Background: an optimization exercise with open tools, aiming at small area, a short achievable clock period and few clock cycles. Do not read the settings as production practice. In this exercise RTL edits were held to simulation tests only and were not proved equivalent to the original.

==> flow/design.v, too long to show whole: its modules and the start of the top module <==
// module mlp_layer_sequencer: 2287 lines
// module mlp_fa: 10 lines
// module mlp_fx: 12 lines
// module mlp_fy: 14 lines
// module mlp_x2: 3 lines
// module mlp_mj: 3 lines
// module mlp_nd: 3 lines
// module mlp_nr: 3 lines
// module mlp_mi: 3 lines
// module mlp_ha: 9 lines
module mlp_layer_sequencer #(
    parameter int N_IN  = 784,
    parameter int N_OUT = 10,
    parameter int DW    = 32,
    parameter int FRAC  = 24,
    parameter int ACCW  = 74,
    parameter int RELU  = 1,
    localparam int c_iw = (N_IN > 1) ? $clog2(N_IN) : 1,
    localparam int c_ww = (N_IN * N_OUT > 1) ? $clog2(N_IN * N_OUT) : 1,
    localparam int c_ow = (N_OUT > 1) ? $clog2(N_OUT) : 1
) (
    input  logic            clk,
    input  logic            rst_n,
    input  logic            start,
    output logic            busy,
    output logic            done,
    output logic            sat,
    output logic            rd_en,
    output logic [c_iw-1:0] in_addr,
    output logic [c_ww-1:0] w_addr,
    output logic [c_ow-1:0] b_addr,
    input  logic [DW-1:0]   in_data,
    input  logic [DW-1:0]   w_data,
    input  logic [DW-1:0]   b_data,
    output logic            out_we,
    output logic [c_ow-1:0] out_addr,
    output logic [DW-1:0]   out_data
);
  // ...
==> flow/run.sh <==
#!/bin/bash
# synth_recipe.tcl (not shown) runs the flow's synth.tcl, then flattens the netlist and writes it again
# the make line also repeats each setting of config.mk as NAME=value (left out here)
make -C /OpenROAD-flow-scripts/flow DESIGN_CONFIG=/design/flow/config.mk WORK_HOME=/design/flow/orfs CLKGATE_MAP_FILE= SYNTH_SCRIPT=/design/flow/synth_recipe.tcl finish
==> flow/config.mk <==
export PLATFORM = sky130hd
export DESIGN_NAME = mlp_layer_sequencer
export DESIGN_NICKNAME = mlp_layer_sequencer
export VERILOG_FILES = /design/flow/design.v
export SDC_FILE = /design/flow/constraint.sdc
export NUM_CORES = 4
export LEC_CHECK = 0
export CAP_MARGIN = 20
export CORE_MARGIN = 2
export CORE_UTILIZATION = 40
export SETUP_SLACK_MARGIN = 5
export SLEW_MARGIN = 80
export SYNTH_HIERARCHICAL = 1
==> flow/constraint.sdc <==
create_clock -name core_clock -period 11.0 [get_ports {clk}]
set_input_delay 2.2000 -clock core_clock [delete_from_list [all_inputs] [get_ports {clk}]]
set_output_delay 2.2000 -clock core_clock [all_outputs]
set_load 0.01 [all_outputs]
==> results_tabular.tex, run 1 <==
\begin{tabular}{lr}
\hline
Metric & Value \\
\hline
\multicolumn{2}{l}{\textbf{STA}} \\
Time the final worst path needs with I/O delays and setup & approximately 4600 ps \\
Final Skew & 38.70 ps \\
Final hold slack & between 400 and 500 ps \\
\multicolumn{2}{l}{\textbf{Cells and area}} \\
Number of inserted diodes & 0 \\
FF+latch count & between 300 and 400 \\
Biggest cell category by area in the final layout & multi-input combinational cells \\
Non-Clock Buffer Count & around 420 \\
Non-clk buf share & 11.82\% \\
Clk\_buf instances & 54 \\
Fraction of final layout cells sized beyond drive strength 1 & 21.90\% \\
Growth of design area from synthesis to finish & 27.05\% \\
\multicolumn{2}{l}{\textbf{GRT}} \\
Vias in the first global route & between 30000 and 40000 \\
Met1 usage in global routing & approximately 36\% \\
Number of antenna violations at the first check in global routing & 3 \\
Congestion Overflow GR & 0 \\
Met2 Resource Use GR & a little under half \\
All-Layer GR Usage & between 20\% and 30\% \\
\multicolumn{2}{l}{\textbf{Setup path}} \\
Worst setup path startpoint & r\_c[51] \\
CP required & approximately 12000 ps \\
Largest stage delay on the critical path & approximately 530 ps \\
\multicolumn{2}{l}{\textbf{Detailed routing}} \\
Via count & between 30000 and 40000 \\
TritonRoute pass-1 iters & 6 \\
Via/cell ratio & slightly above 6 \\
Number of antenna-violating nets in the routed design & 0 \\
Routed length on met2 & $\sim$66000 µm \\
\multicolumn{2}{l}{\textbf{Synth}} \\
Post-synthesis cell type with the largest combined area & sky130\_fd\_sc\_hd\_\_fa\_1 \\
Synthesized area per cell & $\sim$9.4 µm² \\
\multicolumn{2}{l}{\textbf{Die}} \\
Die width & between 300 and 400 µm \\
\multicolumn{2}{l}{\textbf{Min path}} \\
Hold Crit Start & last2 \\
\multicolumn{2}{l}{\textbf{Job}} \\
Max capacitance violation total & 0 \\
\multicolumn{2}{l}{\textbf{CTS}} \\
Post-CTS setup buffers & 0 \\
Post-cts hold buffer count & 0 \\
Clock sink count & roughly 300 \\
\multicolumn{2}{l}{\textbf{Place}} \\
Worst setup timing slack at the placement stage & about 6500 ps \\
\multicolumn{2}{l}{\textbf{Status}} \\
Outcome & no timing/DRC/antenna violations \\
\hline
\end{tabular}
Testbench counts, summed over its fixed seeds: cycles 188,272.
==> run 2: changes to the inputs <==
--- a/flow/design.v
+++ b/flow/design.v
@@ -22,69 +22,81 @@
     output logic [c_ow-1:0] b_addr,
     input  logic [DW-1:0]   in_data,
     input  logic [DW-1:0]   w_data,
     input  logic [DW-1:0]   b_data,
     output logic            out_we,
     output logic [c_ow-1:0] out_addr,
     output logic [DW-1:0]   out_data
 );
-    logic       first1, first2;      
-    logic       last1, last2, last3;  
-    logic       in_last;
+    logic        rst_q;
+    logic        accept;
+    logic        first1, first2;       
+    logic        last1, last2, last3;  
+    logic        in_last;
+    logic        wr;
     logic [30:0] r_out;
     assign in_last = (in_addr == c_iw'(N_IN - 1));
+    assign accept  = rst_n & start & ~busy;
+    assign wr      = last3 & rst_q;
+    always_ff @(posedge clk) begin
+        rst_q <= rst_n;
+    end
     always_ff @(posedge clk) begin
         if (!rst_n) begin
-            busy     <= 1'b0;
-            done     <= 1'b0;
-            sat      <= 1'b0;
+            busy   <= 1'b0;
+            done   <= 1'b0;
+            out_we <= 1'b0;
+            sat    <= 1'b0;
+        end else begin
+            out_we <= wr;
+            done   <= wr & (out_addr == c_ow'(N_OUT - 1));
+            if (done) busy <= 1'b0;
+            if (accept) begin
+                busy <= 1'b1;
+                sat  <= 1'b0;
+            end else if (wr) begin
+                sat  <= sat | w_clamp;
+            end
+        end
+    end
+    always_ff @(posedge clk) begin
+        if (!rst_q) begin
             rd_en    <= 1'b0;
             in_addr  <= '0;
             w_addr   <= '0;
             b_addr   <= '0;
-            out_we   <= 1'b0;
             out_addr <= '0;
             first1   <= 1'b0;
             first2   <= 1'b0;
             last1    <= 1'b0;
             last2    <= 1'b0;
             last3    <= 1'b0;
         end else begin
             first1 <= rd_en & (in_addr == '0);
             first2 <= first1;
             last1  <= rd_en & in_last;
             last2  <= last1;
             last3  <= last2;
-            out_we <= last3;
-            done   <= last3 & (out_addr == c_ow'(N_OUT - 1));
             if (out_we) out_addr <= out_addr + c_ow'(1);
-            if (last3) sat <= sat | w_clamp;
             if (rd_en) begin
                 in_addr <= in_last ? '0 : in_addr + c_iw'(1);
                 w_addr  <= w_addr + c_ww'(1);
                 if (in_last) begin
                     b_addr <= b_addr + c_ow'(1);
                     if (b_addr == c_ow'(N_OUT - 1)) rd_en <= 1'b0;
                 end
             end
             if (done) begin
-                busy <= 1'b0;
-                done <= 1'b0;
-            end
-            if (!busy && start) begin
-                busy     <= 1'b1;
-                sat      <= 1'b0;
-                rd_en    <= 1'b1;
-                in_addr  <= '0;
                 w_addr   <= '0;
                 b_addr   <= '0;
                 out_addr <= '0;
             end
         end
+        if (accept) rd_en <= 1'b1;
     end
     logic [31:0] a_r;
     logic        b31_r;
     logic [15:0] neg_r, one_r, two_r;
     logic [15:0] neg_d, one_d, two_d;
     always_comb begin
         for (int k = 0; k < 16; k++) begin
             logic x2, x1, x0;
==> flow/config.mk (replaced) <==
export PLATFORM = sky130hd
export DESIGN_NAME = mlp_layer_sequencer
export DESIGN_NICKNAME = mlp_layer_sequencer
export VERILOG_FILES = /design/flow/design.v
export SDC_FILE = /design/flow/constraint.sdc
export NUM_CORES = 4
export LEC_CHECK = 0
export CAP_MARGIN = 60
export CORE_MARGIN = 2
export CORE_UTILIZATION = 60
export SETUP_SLACK_MARGIN = 5
export SLEW_MARGIN = 20
export SYNTH_HIERARCHICAL = 1
==> results_tabular.tex, run 2 <==
\begin{tabular}{lr}
\hline
Metric & Value \\
\hline
\multicolumn{2}{l}{\textbf{Status}} \\
Outcome & no timing/DRC/antenna violations (unchanged) \\
\multicolumn{2}{l}{\textbf{Setup path}} \\
CP dominant cell by count & sky130\_fd\_sc\_hd\_\_xor2\_1 \\
Setup Crit Path Kind & flop to flop (unchanged) \\
Worst reg-to-reg path cell count & 14 (was 16) \\
Worst reg2reg endpoint & r\_c[40] (was r\_out[2]) \\
CP required & 11430 ps (was 11540 ps) \\
Largest stage delay on the critical path & 500 ps (was 530 ps) \\
Signal arrival time at the worst endpoint & 5250 ps (was 5120 ps) \\
Worst R2R Start & one\_r[2] (was r\_c[51]) \\
Worst-path maximum fanout & 33 (was 12) \\
CP endpoint kind & flop (unchanged) \\
Startpoint types & flop (unchanged) \\
Worst path cell trace & buf\_4, o21ai\_0, xnor2\_1, inv\_1, fa\_1, xor2\_1, xor2\_1, nor2\_1, mux2i\_1, nor2\_1, mux2i\_1, xor2\_1, xor2\_1, xor2\_1 (was ha\_2, nand4\_1, nor4\_2, clkdlybuf4s25\_1, clkdlybuf4s50\_1, nand2\_1, o2bb2ai\_1, o211ai\_1, nand3\_2, a2111oi\_4, clkdlybuf4s50\_1, xnor2\_4, nand2\_4, buf\_6, buf\_6, o2bb2ai\_1) \\
FF-to-FF setup slack & 6180 ps (was 6420 ps) \\
CP Buf/Inv Count & 2 (was 5) \\
Slowest CP cell & sky130\_fd\_sc\_hd\_\_xor2\_1 (was sky130\_fd\_sc\_hd\_\_clkdlybuf4s50\_1) \\
Critical path's top delay family & XOR/XNOR gates (was buffers and inverters) \\
\multicolumn{2}{l}{\textbf{Die}} \\
Chip Height & 254.1 µm (was 311.1 µm) \\
Boundary Pins & 167 (unchanged) \\
Die Footprint & 64560 µm² (was 96780 µm²) \\
Die width & 254.1 µm (was 311.1 µm) \\
Area of the placeable core & 61830 µm² (was 93330 µm²) \\
Initial cell density of the core & 60.69\% (was 40.42\%) \\
Total number of placement rows & 91 (was 112) \\
\multicolumn{2}{l}{\textbf{Detailed routing}} \\
Uppermost layer routed & met4 (was met5) \\
Total Wirelength & 136600 µm (was 144300 µm) \\
DRC marker count from the first detailed-route iteration & 4328 (was 3510) \\
Wire length on met3 & 19240 µm (was 13930 µm) \\
Met1 layer wirelength in the final routing & 52370 µm (was 55120 µm) \\
TritonRoute pass-1 iters & 12 (was 6) \\
Via count & 33395 (was 33446) \\
Routed length on met2 & 57780 µm (was 66120 µm) \\
Via/cell ratio & 6.804 (was 6.153) \\
DRC violations left & 0 (unchanged) \\
Routed wire length per instance & 27.83 µm (was 26.55 µm) \\
Number of antenna-violating nets in the routed design & 0 (unchanged) \\
\multicolumn{2}{l}{\textbf{Synth}} \\
Most frequent cells after synthesis & sky130\_fd\_sc\_hd\_\_xnor2\_1, sky130\_fd\_sc\_hd\_\_a22oi\_1, sky130\_fd\_sc\_hd\_\_xor2\_1, sky130\_fd\_sc\_hd\_\_fa\_1, sky130\_fd\_sc\_hd\_\_dfxtp\_1 (unchanged) \\
Most used DFF post-synth & sky130\_fd\_sc\_hd\_\_dfxtp\_1 (unchanged) \\
Number of synthesized flops with an enable pin & 0 (unchanged) \\
Mapped cell area & 37520 µm² (was 37720 µm²) \\
Number of synthesis warnings & 8 (unchanged) \\
Count of distinct cell types in the synthesized netlist & 75 (was 81) \\
Post-synthesis cell type with the largest combined area & sky130\_fd\_sc\_hd\_\_fa\_1 (unchanged) \\
Synth top area share & 19.85\% (was 19.74\%) \\
Net count after synthesis & 4678 (was 4653) \\
Sequential fraction of the synthesis area & 16.11\% (was 15.97\%) \\
Library cell with the highest instance count after synthesis & sky130\_fd\_sc\_hd\_\_xnor2\_1 (unchanged) \\
Fraction of registers with async set/reset & 0\% (unchanged) \\
Synthesized area per cell & 9.256 µm² (was 9.363 µm²) \\
Largest cells by area after synthesis & sky130\_fd\_sc\_hd\_\_fa\_1, sky130\_fd\_sc\_hd\_\_dfxtp\_1, sky130\_fd\_sc\_hd\_\_xnor2\_1, sky130\_fd\_sc\_hd\_\_a22oi\_1, sky130\_fd\_sc\_hd\_\_xor2\_1 (unchanged) \\
Synthesis-stage register bit count & 302 (was 301) \\
Synthesized instance count & 4054 (was 4029) \\
\multicolumn{2}{l}{\textbf{STA}} \\
Worst-case setup margin in the final layout & 6178 ps (was 6419 ps) \\
Max Clk Rate & 207.4 MHz (was 218.3 MHz) \\
Worst-margin pin slew & 632.1 ps \\
Total of endpoints with negative setup slack in the final report & 0 (unchanged) \\
Final count of pins violating max slew & 0 (unchanged) \\
Fin. Hold Viols & 0 (unchanged) \\
Aggregate negative setup slack & 0 ps (unchanged) \\
Final hold slack & 441.0 ps (was 429.9 ps) \\
Time the final worst path needs with I/O delays and setup & 4822 ps (was 4581 ps) \\
Unrepaired setup endpoints after global routing & false (unchanged) \\
Final Skew & 25.12 ps (was 38.70 ps) \\
Slew margin rel. & a little under three fifths \\
Share of the clock period used by the worst path & 43.84\% (was 41.64\%) \\
\multicolumn{2}{l}{\textbf{CTS}} \\
TritonCTS clock tree & yes (unchanged) \\
Clock buffers created by TritonCTS & 38 (was 40) \\
Post-CTS setup buffers & 0 (unchanged) \\
Clock tree root buffer cell & sky130\_fd\_sc\_hd\_\_clkbuf\_16 (unchanged) \\
Latest clock arrival within the worst-skew pair & 590 ps (was 610 ps) \\
Clock sink count & 302 (was 301) \\
CTS H-tree depth & 2 (unchanged) \\
Post-cts hold buffer count & 0 (unchanged) \\
Clock slew at reported path FFs & 60 ps (about the same) \\
Number of resized instances in the post-cts repair step & 0 (unchanged) \\
Maximum clock path buffer count & 3 (unchanged) \\
\multicolumn{2}{l}{\textbf{Min path}} \\
Hold Crit Start & last2 (unchanged) \\
Worst hold-check path type & flop to flop (unchanged) \\
Endpoint with the worst hold slack & last3 (unchanged) \\
Worst hold stages & 1 (unchanged) \\
\multicolumn{2}{l}{\textbf{Cells and area}} \\
Largest registers & r\_c (74), r\_s (74), a\_r (32) (unchanged) \\
Fraction of final layout cells sized beyond drive strength 1 & 9.066\% (was 21.90\%) \\
Growth of design area from synthesis to finish & 10.84\% (was 27.05\%) \\
Non-Filler Instances & 4908 (was 5436) \\
Most frequent cells in the layout & sky130\_fd\_sc\_hd\_\_xnor2\_1, sky130\_fd\_sc\_hd\_\_a22oi\_1, sky130\_fd\_sc\_hd\_\_xor2\_1 (was sky130\_fd\_sc\_hd\_\_xnor2\_1, sky130\_fd\_sc\_hd\_\_a22oi\_1, sky130\_fd\_sc\_hd\_\_fa\_1) \\
Number of nets in the layout & 4668 (was 4776) \\
Filler Cell Count & 4986 (was 8346) \\
Post-route core utilization & 67.28\% (was 51.35\%) \\
Area of all placed cells without fillers & 41590 µm² (was 47920 µm²) \\
Commonest non-fill, non-tap cell in the layout & sky130\_fd\_sc\_hd\_\_xnor2\_1 (unchanged) \\
\multicolumn{2}{l}{\textbf{Place}} \\
Count of input and output buffers & 165 (unchanged) \\
Estimated wirelength of the detail-placed design & 96180 µm (was 109800 µm) \\
Worst setup timing slack at the placement stage & 6542 ps (was 6474 ps) \\
Instance area after placement & 40360 µm² (was 44880 µm²) \\
Placed cells & 4838 (was 5336) \\
Placer congestion estimate & 1.023 (was 1.002) \\
\multicolumn{2}{l}{\textbf{GRT}} \\
Largest net degree at the start of global routing & 53 (was 47) \\
All-Layer GR Usage & 41.92\% (was 28.84\%) \\
Congestion Overflow GR & 0 (unchanged) \\
Global-route wire length before repair & 203400 µm (was 213600 µm) \\
Number of antenna violations at the first check in global routing & 1 (was 3) \\
Vias in the first global route & 34505 (was 33971) \\
\multicolumn{2}{l}{\textbf{Job}} \\
Max capacitance violation total & 0 (unchanged) \\
\hline
\end{tabular}
run 2: cell types whose count changed after synthesis, moves of 10 or more:
| cell | delta |
|---|---|
| sky130_fd_sc_hd__nand4_1 | -10 |
| sky130_fd_sc_hd__nor3_1 | -17 |
| sky130_fd_sc_hd__nor2_1 | +24 |
| sky130_fd_sc_hd__o2bb2ai_1 | -29 |
| sky130_fd_sc_hd__buf_2 | -11 |
| sky130_fd_sc_hd__inv_1 | +24 |
| sky130_fd_sc_hd__or3_1 | +10 |
| sky130_fd_sc_hd__o22ai_1 | +31 |
| sky130_fd_sc_hd__nor3_2 | -17 |
| sky130_fd_sc_hd__clkbuf_1 | +16 |
run 2: worst register-to-register path, stage by stage (launching register included):
cell                      delay [ps]
sky130_fd_sc_hd__dfxtp_1         300
sky130_fd_sc_hd__buf_4           480
sky130_fd_sc_hd__o21ai_0         290
sky130_fd_sc_hd__xnor2_1         490
sky130_fd_sc_hd__inv_1           150
sky130_fd_sc_hd__fa_1            490
sky130_fd_sc_hd__xor2_1          210
sky130_fd_sc_hd__xor2_1          280
sky130_fd_sc_hd__nor2_1          100
sky130_fd_sc_hd__mux2i_1         420
sky130_fd_sc_hd__nor2_1          110
sky130_fd_sc_hd__mux2i_1         310
sky130_fd_sc_hd__xor2_1          310
sky130_fd_sc_hd__xor2_1          230
sky130_fd_sc_hd__xor2_1          500
run 2: worst max path at each step:
stage / start / endpoint / slack [ps] / cells after the start
detailed placement: one_r[3] / r_c[42] / 6540 / 12
global route: a_r[31] / r_c[42] / 6160 / 12
CTS: one_r[3] / r_c[42] / 6550 / 12
floorplan: neg_r[7] / r_c[37] / 7320 / 11
global placement: one_r[3] / r_c[42] / 6620 / 12
finish: one_r[2] / r_c[40] / 6180 / 14
run 2: Yosys stat by module (local to each module, per instance), a selection:
| module | cells inside | flip-flops and latches | cell area, µm² | copies in the design |
|---|---|---|---|---|
| mlp_mi | 1 | 0 | 10.01 | 94 |
| mlp_ha | 1 | 0 | 12.51 | 59 |
| mlp_nr | 1 | 0 | 3.754 | 94 |
| mlp_x2 | 1 | 0 | 8.758 | 374 |
| mlp_layer_sequencer | 2874 | 302 | 23370 | 1 |
| mlp_nd | 1 | 0 | 3.754 | 94 |
| mlp_mj | 1 | 0 | 11.26 | 93 |
| mlp_fa | 1 | 0 | 20.02 | 372 |
run 2: kinds of logic (layout without fill, tap and decap cells):
| family | after synthesis | after routing | synth area share [%] |
|---|---|---|---|
| fa+ha+maj | 618 | 618 | 27.74 |
| flops | 302 | 302 | 16.11 |
| mux | 131 | 131 | 3.598 |
| compound gates | 867 | 867 | 16.02 |
| buf+inv | 399 | 415 | 4.061 |
| xor+xnor | 964 | 964 | 22.50 |
| other cells | 1 | 2 | 0.009993 |
| simple gates | 772 | 772 | 9.963 |
run 2: area by class of cell:
| class | count | area (µm²) | share of cell area, % |
|---|---|---|---|
| Clock buffer | 46 | 1022 | 2.458 |
| Multi-Input combinational cell | 3353 | 29960 | 72.02 |
| Antenna cell | 1 | 2.502 | 0.006016 |
| Timing Repair Buffer | 282 | 3034 | 7.295 |
| Clock inverter | 20 | 196.4 | 0.4723 |
| Sequential cell | 302 | 6085 | 14.63 |
| Inverter | 67 | 251.5 | 0.6046 |
| Tap cell | 837 | 1047 | 2.518 |
run 2: layer usage:
metal,track usage (%),up-vias
li1,-,13973
met1,53.73,16160
met2,62.67,2633
met3,15.04,629
met4,20.25,0
met5,0,-
Testbench counts of run 2, summed over its fixed seeds: cycles 188,272.
==> run 3: changes to the inputs <==
==> flow/flow/run.sh (new file) <==
#!/bin/bash
# Layout flow: the standard ORFS flow, except that ports are buffered with
# plain buffers and the resizer may not use the delay cells.
set -euo pipefail
DLY="sky130_fd_sc_hd__clkdlybuf4s15_1 sky130_fd_sc_hd__clkdlybuf4s15_2 \
sky130_fd_sc_hd__clkdlybuf4s18_1 sky130_fd_sc_hd__clkdlybuf4s18_2 \
sky130_fd_sc_hd__clkdlybuf4s25_1 sky130_fd_sc_hd__clkdlybuf4s25_2 \
sky130_fd_sc_hd__clkdlybuf4s50_1 sky130_fd_sc_hd__clkdlybuf4s50_2 \
sky130_fd_sc_hd__dlygate4sd1_1 sky130_fd_sc_hd__dlygate4sd2_1 sky130_fd_sc_hd__dlygate4sd3_1 \
sky130_fd_sc_hd__dlymetal6s2s_1 sky130_fd_sc_hd__dlymetal6s4s_1 sky130_fd_sc_hd__dlymetal6s6s_1"
export DONT_USE_CELLS="$DLY"
export BUFFER_PORTS_ARGS="-buffer_cell sky130_fd_sc_hd__buf_2"
bash standard.sh > flow_make.log 2>&1
==> flow/standard.sh (new file) <==
#!/bin/bash
# synth_recipe.tcl (not shown) runs the flow's synth.tcl, then flattens the netlist and writes it again
# the make line also repeats each setting of config.mk as NAME=value (left out here)
make -C /OpenROAD-flow-scripts/flow DESIGN_CONFIG=/design/flow/config.mk WORK_HOME=/design/flow/orfs CLKGATE_MAP_FILE= SYNTH_SCRIPT=/design/flow/synth_recipe.tcl "${@:-finish}"
removed: flow/run.sh
==> results_tabular.tex, run 3 <==
\begin{tabular}{lr}
\hline
Metric & Value \\
\hline
\multicolumn{2}{l}{\textbf{Status}} \\
Outcome & no timing/DRC/antenna violations (unchanged) \\
\multicolumn{2}{l}{\textbf{Cells and area}} \\
Area taken by multi-input logic gates & 29960 µm² (unchanged) \\
Non-Filler Instances & 4908 (unchanged) \\
Commonest non-fill, non-tap cell in the layout & sky130\_fd\_sc\_hd\_\_xnor2\_1 (unchanged) \\
Fraction of final layout cells sized beyond drive strength 1 & 13.24\% (was 9.066\%) \\
Area of all placed cells without fillers & 40820 µm² (was 41590 µm²) \\
Post-route core utilization & 66.02\% (was 67.28\%) \\
Number of nets in the layout & 4666 (was 4668) \\
Most frequent cells in the layout & sky130\_fd\_sc\_hd\_\_xnor2\_1, sky130\_fd\_sc\_hd\_\_a22oi\_1, sky130\_fd\_sc\_hd\_\_xor2\_1 (unchanged) \\
Filler Cell Count & 5167 (was 4986) \\
Number of inserted diodes & 0 (was 1) \\
Sequential cell area in the final layout & 6087 µm² (was 6085 µm²) \\
Growth of design area from synthesis to finish & 8.773\% (was 10.84\%) \\
Largest registers & r\_c (74), r\_s (74), a\_r (32) (unchanged) \\
\multicolumn{2}{l}{\textbf{Die}} \\
Die Footprint & 64560 µm² (unchanged) \\
Initial cell density of the core & 60.69\% (unchanged) \\
Area of the placeable core & 61830 µm² (unchanged) \\
Die width & 254.1 µm (unchanged) \\
Total number of placement rows & 91 (unchanged) \\
Chip Height & 254.1 µm (unchanged) \\
Boundary Pins & 167 (unchanged) \\
\multicolumn{2}{l}{\textbf{Place}} \\
Placer congestion estimate & 1.018 (was 1.023) \\
Worst setup timing slack at the placement stage & 6556 ps (was 6542 ps) \\
Estimated wirelength of the detail-placed design & 93550 µm (was 96180 µm) \\
Placed cells & 4836 (was 4838) \\
Count of input and output buffers & 165 (unchanged) \\
Instance area after placement & 39460 µm² (was 40360 µm²) \\
\multicolumn{2}{l}{\textbf{Synth}} \\
Fraction of registers with async set/reset & 0\% (unchanged) \\
Sequential fraction of the synthesis area & 16.11\% (unchanged) \\
Library cell with the highest instance count after synthesis & sky130\_fd\_sc\_hd\_\_xnor2\_1 (unchanged) \\
Largest cells by area after synthesis & sky130\_fd\_sc\_hd\_\_fa\_1, sky130\_fd\_sc\_hd\_\_dfxtp\_1, sky130\_fd\_sc\_hd\_\_xnor2\_1, sky130\_fd\_sc\_hd\_\_a22oi\_1, sky130\_fd\_sc\_hd\_\_xor2\_1 (unchanged) \\
Synthesized instance count & 4054 (unchanged) \\
Number of synthesized flops with an enable pin & 0 (unchanged) \\
Synthesized area per cell & 9.256 µm² (unchanged) \\
Count of distinct cell types in the synthesized netlist & 75 (unchanged) \\
Post-Synth Adder-Cell Area & 27.74\% (unchanged) \\
Synth top area share & 19.85\% (unchanged) \\
Simple-gate share of the synthesized area & 9.963\% (unchanged) \\
Net count after synthesis & 4678 (unchanged) \\
Most used DFF post-synth & sky130\_fd\_sc\_hd\_\_dfxtp\_1 (unchanged) \\
Synth Area in XOR/XNOR & 22.50\% (unchanged) \\
Most frequent cells after synthesis & sky130\_fd\_sc\_hd\_\_xnor2\_1, sky130\_fd\_sc\_hd\_\_a22oi\_1, sky130\_fd\_sc\_hd\_\_xor2\_1, sky130\_fd\_sc\_hd\_\_fa\_1, sky130\_fd\_sc\_hd\_\_dfxtp\_1 (unchanged) \\
Post-synthesis cell type with the largest combined area & sky130\_fd\_sc\_hd\_\_fa\_1 (unchanged) \\
Share of cell area taken by muxes after synthesis & 3.598\% (unchanged) \\
Number of synthesis warnings & 8 (unchanged) \\
Mapped cell area & 37520 µm² (unchanged) \\
Synthesis-stage register bit count & 302 (unchanged) \\
Largest family of logic cells by synthesized area & adder cells (unchanged) \\
Fraction of the mapped netlist area in compound gates & 16.02\% (unchanged) \\
\multicolumn{2}{l}{\textbf{GRT}} \\
Met2 Resource Use GR & 62.34\% (was 62.67\%) \\
Highest-utilization routing layer at the global route stage & met2 (unchanged) \\
Number of antenna violations at the first check in global routing & 3 (was 1) \\
Met1 usage in global routing & 51.79\% (was 53.73\%) \\
Vias in the first global route & 33946 (was 34505) \\
All-Layer GR Usage & 40.62\% (was 41.92\%) \\
Global-route wire length before repair & 198200 µm (was 203400 µm) \\
Largest net degree at the start of global routing & 54 (was 53) \\
Met3 track utilization from global routing & 13.40\% (was 15.04\%) \\
Congestion Overflow GR & 0 (unchanged) \\
\multicolumn{2}{l}{\textbf{Job}} \\
Max capacitance violation total & 0 (unchanged) \\
\multicolumn{2}{l}{\textbf{Setup path}} \\
Critical path's top delay family & XOR/XNOR gates (unchanged) \\
Worst R2R Start & one\_r[2] (unchanged) \\
Startpoint types & flop (unchanged) \\
FF-to-FF setup slack & 6180 ps (about the same) \\
CP endpoint kind & flop (unchanged) \\
Worst reg-to-reg path cell count & 13 (was 14) \\
Worst-path maximum fanout & 33 (unchanged) \\
Largest stage delay on the critical path & 630 ps (was 500 ps) \\
CP Buf/Inv Count & 2 (unchanged) \\
Setup Crit Path Kind & flop to flop (unchanged) \\
Worst reg2reg endpoint & r\_c[39] (was r\_c[40]) \\
CP dominant cell by count & sky130\_fd\_sc\_hd\_\_xor2\_1 (unchanged) \\
Worst path cell trace & buf\_4, o21ai\_0, xnor2\_1, inv\_1, fa\_1, xor2\_1, xor2\_1, mux2i\_1, nor2\_1, mux2i\_1, xor2\_1, xor2\_1, xor2\_1 (was buf\_4, o21ai\_0, xnor2\_1, inv\_1, fa\_1, xor2\_1, xor2\_1, nor2\_1, mux2i\_1, nor2\_1, mux2i\_1, xor2\_1, xor2\_1, xor2\_1) \\
Signal arrival time at the worst endpoint & 5240 ps (was 5250 ps) \\
CP required & 11420 ps (was 11430 ps) \\
Slowest CP cell & sky130\_fd\_sc\_hd\_\_fa\_1 (was sky130\_fd\_sc\_hd\_\_xor2\_1) \\
\multicolumn{2}{l}{\textbf{CTS}} \\
Clock slew at reported path FFs & 60 ps (about the same) \\
Post-CTS setup buffers & 0 (unchanged) \\
TritonCTS clock tree & yes (unchanged) \\
Post-cts hold buffer count & 0 (unchanged) \\
Clock sink count & 302 (unchanged) \\
Number of resized instances in the post-cts repair step & 0 (unchanged) \\
Maximum clock path buffer count & 3 (unchanged) \\
CTS H-tree depth & 2 (unchanged) \\
Latest clock arrival within the worst-skew pair & 600 ps (was 590 ps) \\
Clock buffers created by TritonCTS & 40 (was 38) \\
Clock tree root buffer cell & sky130\_fd\_sc\_hd\_\_clkbuf\_16 (unchanged) \\
\multicolumn{2}{l}{\textbf{STA}} \\
Worst-margin pin slew & 674.8 ps (was 632.1 ps) \\
Share of the clock period used by the worst path & 43.83\% (was 43.84\%) \\
Final hold slack & 436.2 ps (was 441.0 ps) \\
Slew margin rel. & 55.01\% (was 56.65\%) \\
Final Skew & 41.62 ps (was 25.12 ps) \\
Time the final worst path needs with I/O delays and setup & 4821 ps (was 4822 ps) \\
Max Clk Rate & 207.4 MHz (about the same) \\
Fin. Hold Viols & 0 (unchanged) \\
Aggregate negative setup slack & 0 ps (unchanged) \\
Total of endpoints with negative setup slack in the final report & 0 (unchanged) \\
Worst-case setup margin in the final layout & 6179 ps (was 6178 ps) \\
Final count of pins violating max slew & 0 (unchanged) \\
Unrepaired setup endpoints after global routing & false (unchanged) \\
\multicolumn{2}{l}{\textbf{Detailed routing}} \\
Number of antenna-violating nets in the routed design & 0 (unchanged) \\
Routed wire length per instance & 26.95 µm (was 27.83 µm) \\
Via count & 32819 (was 33395) \\
Total Wirelength & 132300 µm (was 136600 µm) \\
TritonRoute pass-1 iters & 8 (was 12) \\
DRC marker count from the first detailed-route iteration & 4226 (was 4328) \\
Via/cell ratio & 6.687 (was 6.804) \\
DRC violations left & 0 (unchanged) \\
\multicolumn{2}{l}{\textbf{Min path}} \\
Worst hold stages & 1 (unchanged) \\
Endpoint with the worst hold slack & first2 (was last3) \\
Hold Crit Start & first1 (was last2) \\
Worst hold-check path type & flop to flop (unchanged) \\
\hline
\end{tabular}
[run 3: cell counts after synthesis]
No cell type changed its count.
[run 3: Yosys stat by module, one instance, submodules excluded, excerpt]
| module | cells | flops+latches |
|---|---|---|
| mlp_fa | 1 | 0 |
| mlp_ha | 1 | 0 |
| mlp_layer_sequencer | 2874 | 302 |
| mlp_mi | 1 | 0 |
| mlp_mj | 1 | 0 |
| mlp_nd | 1 | 0 |
| mlp_nr | 1 | 0 |
| mlp_x2 | 1 | 0 |
[run 3: cells by family after synthesis]
family,count (synthesis)
adders and majority gates,618
other,1
AOI/OAI and AO/OA,867
xor gates and xnor gates,964
muxes,131
buffers and inverters,399
DFF,302
and+or+nand+nor,772
[run 3: worst max-delay path by stage]
stage	start	to	slack, ps	cells after the start
6_report	one_r[2]	r_c[39]	6180	13
4_1_cts	a_r[31]	r_c[39]	6500	13
3_5_place_dp	one_r[2]	r_c[39]	6560	13
3_3_place_gp	first2	r_c[39]	6630	11
5_1_grt	a_r[31]	r_c[39]	6140	13
2_1_floorplan	neg_r[7]	r_c[37]	7320	11
[run 3: area by class of cell]
cell class              count  area share (%)
multi-input cells        3353           73.39
flip-flops and latches    302           14.91
repair buffers            278           5.211
clock buffers              50           2.716
well taps                 837           2.566
inverters                  67          0.6161
clock inverters            21          0.5886
[run 3: per-layer routing]
| layer | vias to the layer above | part of all wire, % |
|---|---|---|
| met5 | - | 0.030 |
| met3 | 562 | 13 |
| li1 | 13944 | - |
| met4 | 6 | 4.7 |
| met2 | 2334 | 44 |
| met1 | 15973 | 39 |
==> run 4: changes to the inputs <==
--- a/flow/flow/run.sh
+++ b/flow/flow/run.sh
@@ -10,4 +10,5 @@
 sky130_fd_sc_hd__dlymetal6s2s_1 sky130_fd_sc_hd__dlymetal6s4s_1 sky130_fd_sc_hd__dlymetal6s6s_1"
 export DONT_USE_CELLS="$DLY"
 export BUFFER_PORTS_ARGS="-buffer_cell sky130_fd_sc_hd__buf_2"
-bash standard.sh > flow_make.log 2>&1
+# Timing repair aims 7.3 ns below the clock period (the period itself is unchanged).
+bash standard.sh finish SETUP_SLACK_MARGIN=7.3 > flow_make.log 2>&1
--- a/flow/config.mk
+++ b/flow/config.mk
@@ -5,9 +5,8 @@
 export SDC_FILE = /design/flow/constraint.sdc
 export NUM_CORES = 4
 export LEC_CHECK = 0
-export CAP_MARGIN = 60
+export CAP_MARGIN = 20
 export CORE_MARGIN = 2
 export CORE_UTILIZATION = 60
-export SETUP_SLACK_MARGIN = 5
 export SLEW_MARGIN = 20
 export SYNTH_HIERARCHICAL = 1
==> results_tabular.tex, run 4 <==
\begin{tabular}{lr}
\hline
Metric & Value \\
\hline
\multicolumn{2}{l}{\textbf{Cells and area}} \\
Growth of design area from synthesis to finish & 20.80\% (was 8.773\%) \\
Post-route core utilization & 73.32\% (was 66.02\%) \\
Largest registers & r\_c (74), r\_s (74), a\_r (32) (unchanged) \\
Most frequent cells in the layout & sky130\_fd\_sc\_hd\_\_xnor2\_1, sky130\_fd\_sc\_hd\_\_a22oi\_1, sky130\_fd\_sc\_hd\_\_fa\_1 (was sky130\_fd\_sc\_hd\_\_xnor2\_1, sky130\_fd\_sc\_hd\_\_a22oi\_1, sky130\_fd\_sc\_hd\_\_xor2\_1) \\
Number of nets in the layout & 4799 (was 4666) \\
Commonest non-fill, non-tap cell in the layout & sky130\_fd\_sc\_hd\_\_xnor2\_1 (unchanged) \\
Non-Filler Instances & 5048 (was 4908) \\
Fraction of final layout cells sized beyond drive strength 1 & 23.73\% (was 13.24\%) \\
Area of all placed cells without fillers & 45330 µm² (was 40820 µm²) \\
\multicolumn{2}{l}{\textbf{GRT}} \\
Largest net degree at the start of global routing & 50 (was 54) \\
All-Layer GR Usage & 41.93\% (was 40.62\%) \\
Congestion Overflow GR & 0 (unchanged) \\
Vias in the first global route & 34280 (was 33946) \\
Global-route wire length before repair & 203800 µm (was 198200 µm) \\
Number of antenna violations at the first check in global routing & 5 (was 3) \\
\multicolumn{2}{l}{\textbf{STA}} \\
Share of the clock period used by the worst path & 34.74\% (was 43.83\%) \\
Slew margin rel. & 49.82\% (was 55.01\%) \\
Fin. Hold Viols & 0 (unchanged) \\
Worst-margin pin slew & 744.9 ps (was 674.8 ps) \\
Max Clk Rate & 261.7 MHz (was 207.4 MHz) \\
Final Skew & 32.61 ps (was 41.62 ps) \\
Aggregate negative setup slack & 0 ps (unchanged) \\
Final count of pins violating max slew & 0 (unchanged) \\
Unrepaired setup endpoints after global routing & true (was false) \\
Total of endpoints with negative setup slack in the final report & 0 (unchanged) \\
Time the final worst path needs with I/O delays and setup & 3822 ps (was 4821 ps) \\
\multicolumn{2}{l}{\textbf{Detailed routing}} \\
Number of antenna-violating nets in the routed design & 0 (unchanged) \\
Via/cell ratio & 7.038 (was 6.687) \\
Via count & 35526 (was 32819) \\
TritonRoute pass-1 iters & 10 (was 8) \\
DRC marker count from the first detailed-route iteration & 5574 (was 4226) \\
Total Wirelength & 151000 µm (was 132300 µm) \\
DRC violations left & 0 (unchanged) \\
Routed wire length per instance & 29.90 µm (was 26.95 µm) \\
\multicolumn{2}{l}{\textbf{Die}} \\
Die width & 254.1 µm (unchanged) \\
Initial cell density of the core & 60.69\% (unchanged) \\
Area of the placeable core & 61830 µm² (unchanged) \\
Boundary Pins & 167 (unchanged) \\
Die Footprint & 64560 µm² (unchanged) \\
Total number of placement rows & 91 (unchanged) \\
Chip Height & 254.1 µm (unchanged) \\
\multicolumn{2}{l}{\textbf{Setup path}} \\
Signal arrival time at the worst endpoint & 4300 ps (was 5240 ps) \\
Startpoint types & flop (unchanged) \\
Worst-path maximum fanout & 12 (was 33) \\
CP required & 11480 ps (was 11420 ps) \\
Worst reg-to-reg path cell count & 10 (was 13) \\
Setup Crit Path Kind & flop to flop (unchanged) \\
CP endpoint kind & flop (unchanged) \\
\multicolumn{2}{l}{\textbf{Synth}} \\
Sequential fraction of the synthesis area & 16.11\% (unchanged) \\
Simple-gate share of the synthesized area & 9.963\% (unchanged) \\
Mapped cell area & 37520 µm² (unchanged) \\
Library cell with the highest instance count after synthesis & sky130\_fd\_sc\_hd\_\_xnor2\_1 (unchanged) \\
Synthesized instance count & 4054 (unchanged) \\
Synth Area in XOR/XNOR & 22.50\% (unchanged) \\
Share of cell area taken by muxes after synthesis & 3.598\% (unchanged) \\
Most frequent cells after synthesis & sky130\_fd\_sc\_hd\_\_xnor2\_1, sky130\_fd\_sc\_hd\_\_a22oi\_1, sky130\_fd\_sc\_hd\_\_xor2\_1, sky130\_fd\_sc\_hd\_\_fa\_1, sky130\_fd\_sc\_hd\_\_dfxtp\_1 (unchanged) \\
Synthesized area per cell & 9.256 µm² (unchanged) \\
Largest family of logic cells by synthesized area & adder cells (unchanged) \\
Largest cells by area after synthesis & sky130\_fd\_sc\_hd\_\_fa\_1, sky130\_fd\_sc\_hd\_\_dfxtp\_1, sky130\_fd\_sc\_hd\_\_xnor2\_1, sky130\_fd\_sc\_hd\_\_a22oi\_1, sky130\_fd\_sc\_hd\_\_xor2\_1 (unchanged) \\
Most used DFF post-synth & sky130\_fd\_sc\_hd\_\_dfxtp\_1 (unchanged) \\
Fraction of the mapped netlist area in compound gates & 16.02\% (unchanged) \\
Synth top area share & 19.85\% (unchanged) \\
Synthesis-stage register bit count & 302 (unchanged) \\
Net count after synthesis & 4678 (unchanged) \\
Number of synthesized flops with an enable pin & 0 (unchanged) \\
Count of distinct cell types in the synthesized netlist & 75 (unchanged) \\
Post-synthesis cell type with the largest combined area & sky130\_fd\_sc\_hd\_\_fa\_1 (unchanged) \\
Number of synthesis warnings & 8 (unchanged) \\
Fraction of registers with async set/reset & 0\% (unchanged) \\
Post-Synth Adder-Cell Area & 27.74\% (unchanged) \\
\multicolumn{2}{l}{\textbf{CTS}} \\
Clock sink count & 302 (unchanged) \\
Maximum clock path buffer count & 3 (unchanged) \\
Latest clock arrival within the worst-skew pair & 600 ps (about the same) \\
Clock tree root buffer cell & sky130\_fd\_sc\_hd\_\_clkbuf\_16 (unchanged) \\
TritonCTS clock tree & yes (unchanged) \\
Clock slew at reported path FFs & 60 ps (about the same) \\
CTS H-tree depth & 2 (unchanged) \\
Clock buffers created by TritonCTS & 39 (was 40) \\
\multicolumn{2}{l}{\textbf{Min path}} \\
Worst hold-check path type & flop to flop (unchanged) \\
Worst hold stages & 1 (unchanged) \\
\multicolumn{2}{l}{\textbf{Place}} \\
Placer congestion estimate & 1.018 (unchanged) \\
Instance area after placement & 38710 µm² (was 39460 µm²) \\
Estimated wirelength of the detail-placed design & 89140 µm (was 93550 µm) \\
Count of input and output buffers & 165 (unchanged) \\
Placed cells & 4796 (was 4836) \\
\multicolumn{2}{l}{\textbf{Job}} \\
Max capacitance violation total & 0 (unchanged) \\
\multicolumn{2}{l}{\textbf{Status}} \\
Outcome & no timing/DRC/antenna violations (unchanged) \\
\hline
\end{tabular}
run 4: cell counts after synthesis:
No cell type changed its count.
run 4: final timing paths:
check	slack, ps	to	start
max	7180	r_c[42]	first2
min	430	last2	last1
max reg2reg	7180	r_c[42]	first2
min reg2reg	430	last2	last1
run 4: logic make-up (layout without fill, tap and decap cells):
group           after synthesis  in the layout
xor+xnor                    964            964
compound gates              867            867
simple gates                772            772
fa+ha+maj                   618            618
buf+inv                     399            550
flops                       302            302
mux                         131            131
other cells                   1              7
run 4: modules after synthesis (local to each module, per instance), excerpt:
module / cells / area, µm² / flops+latches / times used
mlp_mj: 1 / 11.26 / 0 / 93
mlp_nd: 1 / 3.754 / 0 / 94
mlp_x2: 1 / 8.758 / 0 / 374
mlp_fa: 1 / 20.02 / 0 / 372
mlp_ha: 1 / 12.51 / 0 / 59
mlp_layer_sequencer: 2874 / 23370 / 302 / 1
mlp_nr: 1 / 3.754 / 0 / 94
mlp_mi: 1 / 10.01 / 0 / 94
run 4: through the flow:
step	hold slack, ps	worst slack (ps)
after global placement	418.8	6633
final	432.6	7178
after detailed placement	424.8	6496
after CTS	433.4	7273
after floorplan	411.9	7317
after global routing	439.5	7107
run 4: repair_timing:
item	in CTS	in global routing
hold endpoints to repair	0	0
hold buffers	0	0
resized for setup	214	441
gates cloned	7	31
setup buffers	39	98
endpoints found under the setup margin	102	78
pin swaps	38	129
run 4: layout make-up:
| cell class | instances | area, µm² |
|---|---|---|
| Inverter | 67 | 251.5 |
| Fill cell | 4466 | 16500 |
| Sequential cell | 302 | 6198 |
| Clock inverter | 22 | 377.9 |
| Timing Repair Buffer | 412 | 4531 |
| Antenna cell | 6 | 15.01 |
| Multi-Input combinational cell | 3353 | 31820 |
| Clock buffer | 49 | 1084 |
| Tap cell | 837 | 1047 |
run 4: critical path, cell delays in order, from the launching register on:
cell                      delay (ps)
sky130_fd_sc_hd__dfxtp_4         490
sky130_fd_sc_hd__buf_16          200
sky130_fd_sc_hd__mux2_2          430
sky130_fd_sc_hd__fa_1            500
sky130_fd_sc_hd__fa_1            430
sky130_fd_sc_hd__xor2_1          210
sky130_fd_sc_hd__xor2_1          320
sky130_fd_sc_hd__xor2_1          270
sky130_fd_sc_hd__xor2_2          310
sky130_fd_sc_hd__xor2_1          240
sky130_fd_sc_hd__xor2_1          270
run 4: layer usage:
layer | share of wire [%] | up-vias | global-route usage (%)
met5 | 0.12 | - | 0.3861
met4 | 6.7 | 10 | 19.80
li1 | - | 14191 | -
met2 | 42 | 3206 | 63.65
met1 | 36 | 17160 | 53.11
met3 | 15 | 959 | 15.02

[separate check: timing with driven ports]
The flow's constraints put no driver on any port. The routed layouts listed below were extracted and timed again, unchanged, in two steps.
Step 1 assumes that a clkbuf_16 drives the clock port and a buf_2 every other input.
Step 2 times the ports against the registers' clock, not the clock port: input delays grow and output delays shrink by t, the midpoint of the rising clock arrivals with the driver on.
Slacks: ideal / step 1 / step 2; pairs: ideal / step 1.
run | t, ns | slack for setup (ns) | hold slack, ns | worst setup path at the end | worst slew at a driven data input, ns
run 1 | 0.663 | 6.419 / 6.419 / 6.419 | 0.430 / 0.430 / 0.430 | register to register | 0.10
run 2 | 0.650 | 6.178 / 6.178 / 6.178 | 0.441 / 0.441 / 0.441 | register to register | 0.07
run 3 | 0.644 | 6.179 / 6.179 / 6.179 | 0.436 / 0.436 / 0.436 | register to register | 0.05
run 4 | 0.653 | 7.178 / 7.178 / 7.178 | 0.433 / 0.433 / 0.433 | register to register | 0.05
After both steps setup and hold are still met in every run listed.
